From an optimization exercise on the open Yosys and OpenROAD flow, aimed at small area, a short achievable clock period and few clock cycles per item; shortcuts taken in it are not production practice.
Function was checked by simulation only, so behaviour that the tests miss may differ from the original.
Power figures rest on the tool's default switching activity, not on a simulated workload.

## run A
==> flow/design.v (excerpt) <==
module linear_probe_hash_table_core #(
  parameter int unsigned TABLE_SIZE = 64
) (
  input  logic       clk_i,
  input  logic       rst_ni,
  input  logic                          in_valid_i,
  output logic                          in_ready_o,
  input  logic                          in_operation_i,
  input  logic [lpht_pkg::KEY_W-1:0]    in_key_i,
  input  logic [lpht_pkg::PAY_W-1:0]    in_payload_i,
  output logic                          out_valid_o,
  input  logic                          out_ready_i,
  output logic [lpht_pkg::STATUS_W-1:0] out_status_o,
  output logic [lpht_pkg::SLOT_W-1:0]   out_slot_o,
  output logic [lpht_pkg::PAY_W-1:0]    out_found_payload_o
);
Settings: LEC_CHECK=0, CAP_MARGIN=20, CORE_MARGIN=2, CORE_UTILIZATION=60, CTS_CLUSTER_DIAMETER=80, CTS_CLUSTER_SIZE=30, SLEW_MARGIN=60, SYNTH_MEMORY_MAX_BITS=8192; clock period 10.0 ns.
standard.sh (not shown) runs the stock make flow with config.mk's settings and CLKGATE_MAP_FILE= SYNTH_SCRIPT=/design/flow/synth_recipe.tcl, a recipe that flattens the netlist after the stock synthesis.
==> flow/flow/run.sh <==
#!/bin/bash
# The standard layout, with timing repair aimed well below the clock period:
# the target period leaves several nanoseconds of slack, which repair would
# otherwise not use. The SDC and everything else are the standard flow's own.
set -euo pipefail
bash standard.sh SETUP_SLACK_MARGIN=6.4 finish > std_flow.log 2>&1
Run A completed; timing, DRC and antenna clean
Testbench counts of run A, summed over its fixed seeds: cycles 2,592, ops 2,560.
diff inputs: run A => run B
# run A
export LEC_CHECK = 0
export CAP_MARGIN = 20
export CORE_MARGIN = 2
export CORE_UTILIZATION = 60
export CTS_CLUSTER_DIAMETER = 80
export CTS_CLUSTER_SIZE = 30
export SLEW_MARGIN = 60
export SYNTH_MEMORY_MAX_BITS = 8192
create_clock -name core_clock -period 10.0 [get_ports {clk_i}]
# run B
export LEC_CHECK = 0
export CAP_MARGIN = 20
export CORE_MARGIN = 2
export CORE_UTILIZATION = 60
export CTS_CLUSTER_DIAMETER = 80
export CTS_CLUSTER_SIZE = 30
export SLEW_MARGIN = 20
export SYNTH_MEMORY_MAX_BITS = 8192
create_clock -name core_clock -period 10.0 [get_ports {clk_i}]
==> flow/flow/run.sh <==
#!/bin/bash
set -euo pipefail
bash standard.sh SETUP_SLACK_MARGIN=6.7 \
  "CTS_ARGS=-sink_clustering_enable -repair_clock_nets -sink_clustering_size 30 -sink_clustering_max_diameter 80 -dont_use_dummy_load" \
  finish > std_flow.log 2>&1
Results
- Run A → run B: sequential group share of total power went up; fraction of power spent switching nets did not really move; worst slack at placement went down; cell area power density went down.
- Run A was larger in final cell area than run B.
Modified inputs, run C compared to run B
==> flow/flow/run.sh <==
#!/bin/bash
# The standard layout, with timing repair aimed well below the clock period:
# the target period leaves several nanoseconds of slack, which repair would
# otherwise not use. The SDC and everything else are the standard flow's own.
set -euo pipefail
bash standard.sh SETUP_SLACK_MARGIN=6.4 finish > std_flow.log 2>&1
--- outcome ---
- Changes observed in run C relative to run B: synthesis-to-layout area growth decreased by 1.2 points relative to the old numbers, routing usage on met2 fell 0.29 points, worst slew margin relative to its limit +0.26 points, total design power now larger, leakage component of the power decreased by 0.78 nW relative to the old numbers.
- met2 wirelength from detailed routing sits lower in run C than in run B.
- Run C vs run B — overall routed net length dropped slightly

---

Starting RTL as in the previous note.
==> flow/config.mk <==
export PLATFORM = sky130hd
export DESIGN_NAME = linear_probe_hash_table_core
export DESIGN_NICKNAME = linear_probe_hash_table_core
export VERILOG_FILES = /design/flow/design.v
export SDC_FILE = /design/flow/constraint.sdc
export NUM_CORES = 4
export LEC_CHECK = 0
export CAP_MARGIN = 20
export CORE_MARGIN = 2
export CORE_UTILIZATION = 50
export CTS_CLUSTER_DIAMETER = 80
export CTS_CLUSTER_SIZE = 30
export SLEW_MARGIN = 20
export SYNTH_MEMORY_MAX_BITS = 8192
==> flow/constraint.sdc <==
create_clock -name core_clock -period 10.0 [get_ports {clk_i}]
set_input_delay 2.0000 -clock core_clock [delete_from_list [all_inputs] [get_ports {clk_i}]]
set_output_delay 2.0000 -clock core_clock [all_outputs]
set_load 0.01 [all_outputs]
==> flow/flow/run.sh <==
#!/bin/bash
# The standard layout, with timing repair aimed well below the clock period:
# the target period leaves several nanoseconds of slack, which repair would
# otherwise not use. The SDC and everything else are the standard flow's own.
set -euo pipefail
bash standard.sh SETUP_SLACK_MARGIN=6.4 finish > std_flow.log 2>&1
Testbench counts at the start, summed over its fixed seeds: cycles 2,592, ops 2,560.
Edit:
--- a/flow/flow/run.sh
+++ b/flow/flow/run.sh
@@ -6 +6 @@
-bash standard.sh SETUP_SLACK_MARGIN=6.4 finish > std_flow.log 2>&1
+bash standard.sh SETUP_SLACK_MARGIN=6.7 finish > std_flow.log 2>&1
CORE_UTILIZATION = 60   (was 50)
Area after synthesis stays the same; setup slack gets better by 0.21 ns; wire length decreases slightly; cell area increases slightly; sequential cell count stays the same; sequential power stays flat.
Edit:
--- a/flow/flow/run.sh
+++ b/flow/flow/run.sh
@@ -6 +6 @@
-bash standard.sh SETUP_SLACK_MARGIN=6.7 finish > std_flow.log 2>&1
+bash standard.sh SETUP_SLACK_MARGIN=6.55 finish > std_flow.log 2>&1
Cell area goes down by 0.96%.
Routed wire length goes down by 0.44%.
Via count stays flat.
Fmax goes down by 1.6%.
Setup slack degrades by 0.058 ns.
Sequential power barely changes.
Final cell count goes down by 0.44%.
First-iteration DRC count goes up by 4.3%.

## port drivers added, routing unchanged
Ports are ideal in the flow. The routed layouts listed here were re-timed in OpenROAD.
Step 1: set_driving_cell puts a clkbuf_16 on clk_i and a buf_2 on each other input, an assumption about the parent block.
Step 2 adds t to the input delays and takes it off the output delays; t is the mean of the earliest and latest rising clock arrival at the registers after step 1. Input paths then give back, and output paths get back, about the clock's delay inside the block.
a / b / c = no drivers / after step 1 / after step 2; a / b = the first two.
run	t (ns)	slack for setup (ns)	hold WS [ns]	worst setup path after step 2	cell pins on the clock port's net
run A	1.055	6.354 / 6.313 / 5.390	0.361 / 0.361 / 0.361	input to register	1
run B	1.032	6.505 / 6.398 / 5.646	0.366 / 0.366 / 0.366	input to register	1
run C	1.066	6.363 / 6.304 / 5.371	0.362 / 0.362 / 0.362	input to register	1
the first run of note 2	1.072	6.294 / 6.294 / 5.363	0.354 / 0.354 / 0.354	input to register	1
the second run of note 2	1.074	6.508 / 6.382 / 5.620	0.370 / 0.370 / 0.370	input to register	1
the third run of note 2	1.059	6.450 / 6.378 / 5.463	0.356 / 0.356 / 0.356	input to register	1
After both steps setup and hold are still met in every run listed. For run C, which loses most, drivers alone change the setup slack by -0.059 ns; drivers and shift together by -0.992 ns.
